Context: an optimization exercise on an open-source flow, tuned for small area, a short achievable clock period and few clock cycles per item. The choices shown serve that exercise and are no tape-out recipe. In this exercise RTL edits were held to simulation tests only and were not proved equivalent to the original. No driver is modelled on the clock port, so clocking that relies on it looks cheaper here than on a real chip. Power is estimated from default activity; no workload was simulated.

## datamemory_ctrl
module datamemory_ctrl #(
    parameter int DM_ADDRESS = 9,
    parameter int DATA_W     = 32
) (
    input  logic                  clk,
    input  logic                  reset,
    input  logic                  MemRead,
    input  logic                  MemWrite,
    input  logic [DM_ADDRESS-1:0] a,
    input  logic [DATA_W-1:0]     wd,
    input  logic [2:0]            Funct3,
    output logic                  req_ready,
    output logic [DATA_W-1:0]     rd,
    output logic                  rsp_valid,
    output logic                  err
);
Size in the first run: about 7700 cells after synthesis, about 4400 flip-flops, about 83 I/O pins, roughly 150000 um^2 of cells after synthesis.
clock: 6.0 ns
lec_check: 0
cap_margin: 20
core_margin: 2
core_utilization: 55
cts_cluster_diameter: 100
cts_cluster_size: 30
setup_slack_margin: 3.38
slew_margin: 20
synth_hierarchical: 1
run.sh (not shown) runs the stock make flow with config.mk's settings and CLKGATE_MAP_FILE= SYNTH_SCRIPT=/design/flow/synth_recipe.tcl, a recipe that flattens the netlist after the stock synthesis.
The starting point finished clean.
Testbench counts at the start, summed over its fixed seeds: cycles 9,048, items 9,024.
Next try:
--- a/flow/config.mk
+++ b/flow/config.mk
@@ -8,8 +8,8 @@
 export CAP_MARGIN = 20
 export CORE_MARGIN = 2
-export CORE_UTILIZATION = 55
+export CORE_UTILIZATION = 60
 export CTS_CLUSTER_DIAMETER = 100
 export CTS_CLUSTER_SIZE = 30
-export SETUP_SLACK_MARGIN = 3.38
+export SETUP_SLACK_MARGIN = 3.36
 export SLEW_MARGIN = 20
 export SYNTH_HIERARCHICAL = 1
Result: The new run completed without violations; wire length is lower by 0.40%; sequential cell count does not change; sequential power hardly moves; via count rises by 0.40%; critical path depth goes up by 4; first-iteration DRC count stays flat; global-route usage went up by 2.8 points.

========
Another version of the RTL of datamemory_ctrl (not shown whole).
For scale: roughly 7700 cells after synthesis, about 4300 flip-flops, roughly 83 I/O pins, about 150000 um2 of cells after synthesis.
clock: 6.0 ns
lec_check: 0
cap_margin: 20
core_margin: 2
core_utilization: 68
cts_cluster_diameter: 60
cts_cluster_size: 30
setup_slack_margin: 3.4
slew_margin: 20
synth_hierarchical: 1
The starting point produced a clean layout.
Testbench counts at the start, summed over its fixed seeds: cycles 9,048, items 9,024.
Next try:
==> flow/flow/run.sh (new file) <==
#!/bin/bash
# Own layout flow: the standard ORFS layout (standard.sh, unchanged
# synthesis), run in two parts so that setup repair aims at the tighter
# target only once the clock tree is built (with ideal clocks before CTS,
# the input and output paths are misjudged by the clock insertion delay),
# and with CTS told not to add dummy loads.
set -euo pipefail
MARGIN=$(cat flow/margin.txt)
export CTS_ARGS="-sink_clustering_enable -repair_clock_nets -sink_clustering_size 30 -sink_clustering_max_diameter 100 -dont_use_dummy_load"
SETUP_SLACK_MARGIN=0 bash standard.sh synth > make_synth.log 2>&1
SETUP_SLACK_MARGIN=0 bash standard.sh floorplan place > make_floorplan_place.log 2>&1
SETUP_SLACK_MARGIN=$MARGIN bash standard.sh cts > make_cts.log 2>&1
SETUP_SLACK_MARGIN=$MARGIN bash standard.sh finish > make_route_finish.log 2>&1
==> flow/flow/margin.txt (new file) <==
3.3
==> flow/standard.sh (new file) <==
#!/bin/bash
# synth_recipe.tcl (not shown) runs the flow's synth.tcl, then flattens the netlist and writes it again
# the make line also repeats each setting of config.mk as NAME=value (left out here)
make -C /OpenROAD-flow-scripts/flow DESIGN_CONFIG=/design/flow/config.mk WORK_HOME=/design/flow/orfs CLKGATE_MAP_FILE= SYNTH_SCRIPT=/design/flow/synth_recipe.tcl "${@:-finish}"
CORE_UTILIZATION = 55   (was 68)
CTS_CLUSTER_DIAMETER = not set   (was 60)
CTS_CLUSTER_SIZE = not set   (was 30)
SETUP_SLACK_MARGIN = not set   (was 3.4)
removed: flow/run.sh
Outcome:
- via count drops by 2.6%
- final cell count climbs by 3.9%
- core utilization drops by 15 points
- power drops by 6.7%
- setup slack gets worse by 52 ps
- synthesized cell count does not change
- fmax drops by 1.9%
- cell area drops by 1.7%
- register-to-register slack gets worse by 50 ps
- die area climbs by 23%
Next try:
==> flow/run.sh (new file) <==
#!/bin/bash
# synth_recipe.tcl (not shown) runs the flow's synth.tcl, then flattens the netlist and writes it again
# the make line also repeats each setting of config.mk as NAME=value (left out here)
make -C /OpenROAD-flow-scripts/flow DESIGN_CONFIG=/design/flow/config.mk WORK_HOME=/design/flow/orfs CLKGATE_MAP_FILE= SYNTH_SCRIPT=/design/flow/synth_recipe.tcl finish
CTS_CLUSTER_DIAMETER = 100   (was not set)
CTS_CLUSTER_SIZE = 30   (was not set)
SETUP_SLACK_MARGIN = 3.4   (was not set)
removed: flow/flow/run.sh
removed: flow/flow/margin.txt
removed: flow/standard.sh
Outcome: Maximum frequency grows slightly. Final cell count grows slightly. Utilization grows by 0.50 points. Area after synthesis is unchanged. Wire length grows slightly. Via count grows slightly. Final area grows slightly. Die area does not change. Combinational power grows by roughly a tenth. Sequential share of layout area shrinks by 0.64 points.

========
fjord:
Another version of the RTL of datamemory_ctrl (not shown whole).
Size: ~7700 cells after synthesis, roughly 4300 flip-flops, about 150000 µm² of cells after synthesis.
## datamemory_ctrl
module datamemory_ctrl #(
    parameter int DM_ADDRESS = 9,
    parameter int DATA_W     = 32
) (
    input  logic                  clk,
    input  logic                  reset,
    input  logic                  MemRead,
    input  logic                  MemWrite,
    input  logic [DM_ADDRESS-1:0] a,
    input  logic [DATA_W-1:0]     wd,
    input  logic [2:0]            Funct3,
    output logic                  req_ready,
    output logic [DATA_W-1:0]     rd,
    output logic                  rsp_valid,
    output logic                  err
);
make LEC_CHECK=0 CAP_MARGIN=20 CORE_MARGIN=2 CORE_UTILIZATION=55 CTS_CLUSTER_DIAMETER=100 CTS_CLUSTER_SIZE=30 SETUP_SLACK_MARGIN=3.33 SLEW_MARGIN=20 SYNTH_HIERARCHICAL=1 finish   # period 6.0 ns
Stock flow here: none of the scripts above is used.
fjord completed every stage of the flow, and the final layout passed the timing, DRC and antenna checks.
Testbench counts of fjord, summed over its fixed seeds: cycles 9,048, items 9,024.
Edits applied to the flow inputs when going from fjord to xenon:
- SETUP_SLACK_MARGIN changed from 3.33 to 3.4
[summary]
met1 usage ends up higher on xenon.
Between fjord and xenon, the difference in fraction of area in multi-input gates is negligible.
Count of non-CTS buffers in the layout was higher in the run labelled xenon.
xenon vs. fjord: overall global routing resource usage went up by 0.33 points, via count of the first global-routing pass did not really move, total power consumption of the routed design barely changed.
## Diff of input files: lagoon against xenon
- changing CORE_UTILIZATION from 55 to 60
- changing SETUP_SLACK_MARGIN from 3.4 to 3.36
Findings:
The critical path's slowest cell comes out sky130_fd_sc_hd__clkdlybuf4s50_1 in one run and sky130_fd_sc_hd__nor3_1 in the other, namely in xenon and lagoon respectively.
Looking at topmost layer with routed signal wires, the met4 result is from xenon; the met5 one comes from lagoon.
Comparing xenon and lagoon, worst endpoint required time is lower on xenon.
The clock network power share number comes out higher for xenon vs lagoon.
Routed wire length (higher): xenon
Edits applied to the flow inputs when going from lagoon to ember:
- changing SETUP_SLACK_MARGIN from 3.36 to 3.3
Notes after the runs:
- ember finished every stage and its layout cleared the timing, DRC and antenna checks.
- On worst hold slack, lagoon and ember are basically level.
- Any difference in cell count between ember and lagoon is small enough to ignore.
- Summary of ember over lagoon: number of setup buffers added after CTS went down by 8, finished layout cell area was more or less identical, fraction of the core area covered by cells at the end of the flow was more or less identical, proportion of cell area occupied by multi-input gates was more or less identical.
- The final critical-path required period number comes out lower for lagoon vs ember.
- Between ember and lagoon, the wire length after detailed routing does not differ in any meaningful way.
- There was hardly any difference in combined global-route utilization of all metal layers between lagoon and ember.
- Status: overall power parity (lagoon, ember)

========
The RTL this note starts from:
==> flow/design.v <==
module datamemory_ctrl #(
    parameter int DM_ADDRESS = 9,
    parameter int DATA_W     = 32
) (
    input  logic                  clk,
    input  logic                  reset,
    input  logic                  MemRead,
    input  logic                  MemWrite,
    input  logic [DM_ADDRESS-1:0] a,
    input  logic [DATA_W-1:0]     wd,
    input  logic [2:0]            Funct3,
    output logic                  req_ready,
    output logic [DATA_W-1:0]     rd,
    output logic                  rsp_valid,
    output logic                  err
);
    localparam int NB    = DATA_W / 8;
    localparam int LB    = $clog2(NB);
    localparam int WA    = DM_ADDRESS - LB;
    localparam int DEPTH = 2 ** WA;
    logic          take;
    logic          legal_in;
    logic [1:0]    off_in;
    logic [WA-1:0] word_in;
    logic [WA-1:0] word_inc;
    logic [2:0]    nbm1_in;           
    assign take     = !reset && (MemRead || MemWrite);
    assign off_in   = a[LB-1:0];
    assign word_in  = a[DM_ADDRESS-1:LB];
    assign word_inc = word_in + WA'(1);    
    assign nbm1_in  = (Funct3[1:0] == 2'b00) ? 3'd0 : (Funct3[1:0] == 2'b01) ? 3'd1 : 3'd3;
    always_comb begin
        case (Funct3)
            3'b000, 3'b001, 3'b010, 3'b100, 3'b101: legal_in = 1'b1;
            default:                                legal_in = 1'b0;
        endcase
    end
    logic          s1_valid;
    logic          s1_err;
    logic [1:0]    s1_off;
    logic [2:0]    s1_f3;
    logic [WA-1:0] s1_row [NB];
    logic [NB-1:0] s1_we;
    logic [7:0]    s1_wbyte [NB];
    always_ff @(posedge clk) begin
        s1_valid <= take;
        s1_err   <= !legal_in;
        s1_off   <= off_in;
        s1_f3    <= Funct3;
        for (int b = 0; b < NB; b++) begin
            logic [LB-1:0] k;
            k = LB'(b) - off_in;
            s1_row[b]   <= (LB'(b) < off_in) ? word_inc : word_in;
            s1_we[b]    <= take && MemWrite && !MemRead && legal_in &&
                           ({1'b0, k} <= nbm1_in);
            s1_wbyte[b] <= wd[8*int'(k) +: 8];
        end
    end
    logic [7:0]    mem [NB][DEPTH];
    logic [7:0]    s2_raw [NB];
    logic          s2_valid;
    logic          s2_err;
    logic [1:0]    s2_off;
    logic [2:0]    s2_f3;
    always_ff @(posedge clk) begin
        for (int b = 0; b < NB; b++) begin
            if (s1_we[b]) begin
                mem[b][s1_row[b]] <= s1_wbyte[b];
            end
        end
    end
    always_ff @(posedge clk) begin
        for (int b = 0; b < NB; b++) begin
            s2_raw[b] <= mem[b][s1_row[b]];
        end
        s2_valid <= s1_valid && !reset;
        s2_err   <= s1_err;
        s2_off   <= s1_off;
        s2_f3    <= s1_f3;
    end
    logic [DATA_W-1:0] load_raw;
    logic [DATA_W-1:0] load_value;
    logic              sign_bit;
    always_comb begin
        for (int k = 0; k < NB; k++) begin
            load_raw[8*k +: 8] = s2_raw[LB'(s2_off + LB'(k))];
        end
        case (s2_f3[1:0])
            2'b00:   sign_bit = !s2_f3[2] && load_raw[7];
            2'b01:   sign_bit = !s2_f3[2] && load_raw[15];
            default: sign_bit = 1'b0;
        endcase
        load_value = load_raw;
        if (s2_f3[1:0] == 2'b00) load_value[31:8]  = {24{sign_bit}};
        if (s2_f3[1:0] == 2'b01) load_value[31:16] = {16{sign_bit}};
    end
    logic [DATA_W-1:0] rd_reg;
    logic              rsp_valid_reg;
    logic              err_reg;
    always_ff @(posedge clk) begin
        rd_reg        <= load_value;
        rsp_valid_reg <= s2_valid && !reset;
        err_reg       <= s2_err;
    end
    assign req_ready = 1'b1;
    assign rd        = rd_reg;
    assign rsp_valid = rsp_valid_reg;
    assign err       = err_reg;
endmodule
export LEC_CHECK = 0
export ABC_CLOCK_PERIOD_IN_PS = 2800
export CAP_MARGIN = 20
export CORE_MARGIN = 2
export CORE_UTILIZATION = 40
export SETUP_SLACK_MARGIN = 3.2
export SLEW_MARGIN = 20
create_clock -name core_clock -period 6.0 [get_ports {clk}]
The starting point finished with timing, DRC and antenna clean.
Testbench counts at the start, summed over its fixed seeds: cycles 9,048, items 9,024.
Rerun with:
- ABC_CLOCK_PERIOD_IN_PS: 2800 -> not set
- SETUP_SLACK_MARGIN: 3.2 -> not set
- via count falls by a few percent
- total power falls slightly
- register-to-register slack degrades by 1.7 ns
- routed wire length falls by a few percent
- final cell count falls slightly

==> port drivers added, routing unchanged <==
No port has a modelled driver above. Below, the same layouts with a new extraction and two added sets of constraints. Step 1 sets driving cells, clkbuf_16 on the clock port and buf_2 on the other inputs (assumed; they add their load-dependent delay and slew). Step 2 times the ports against the registers' clock, not the clock port: input delays grow and output delays shrink by t, the midpoint of the rising clock arrivals with the driver on. Slacks: no drivers / after step 1 / after step 2; pairs: no drivers / after step 1.
run	t, ns	setup slack, ns	latest minus earliest clock arrival (ns)
the first run of note 1	0.962	3.337 / 3.244 / 2.431	0.037 / 0.037
the second run of note 1	0.947	3.349 / 3.264 / 2.450	0.033 / 0.033
the first run of note 2	0.974	3.334 / 3.318 / 2.362	0.042 / 0.042
the second run of note 2	0.966	3.282 / 3.230 / 2.361	0.070 / 0.070
the third run of note 2	0.978	3.314 / 3.252 / 2.411	0.063 / 0.062
fjord	0.987	3.176 / 3.082 / 2.267	0.046 / 0.046
xenon	0.997	3.278 / 3.207 / 2.220	0.052 / 0.051
lagoon	0.944	3.310 / 3.286 / 2.483	0.039 / 0.039
ember	0.942	3.276 / 3.269 / 2.390	0.038 / 0.039
the first run of note 4	1.074	3.043 / 3.043 / 2.358	0.065 / 0.065
the second run of note 4	1.050	1.391 / 1.391 / 1.391	0.046 / 0.045
After both steps every run listed still meets setup and hold. The setup slack of xenon, which loses most, moves by -0.071 ns with the drivers and by -1.058 ns with both steps.
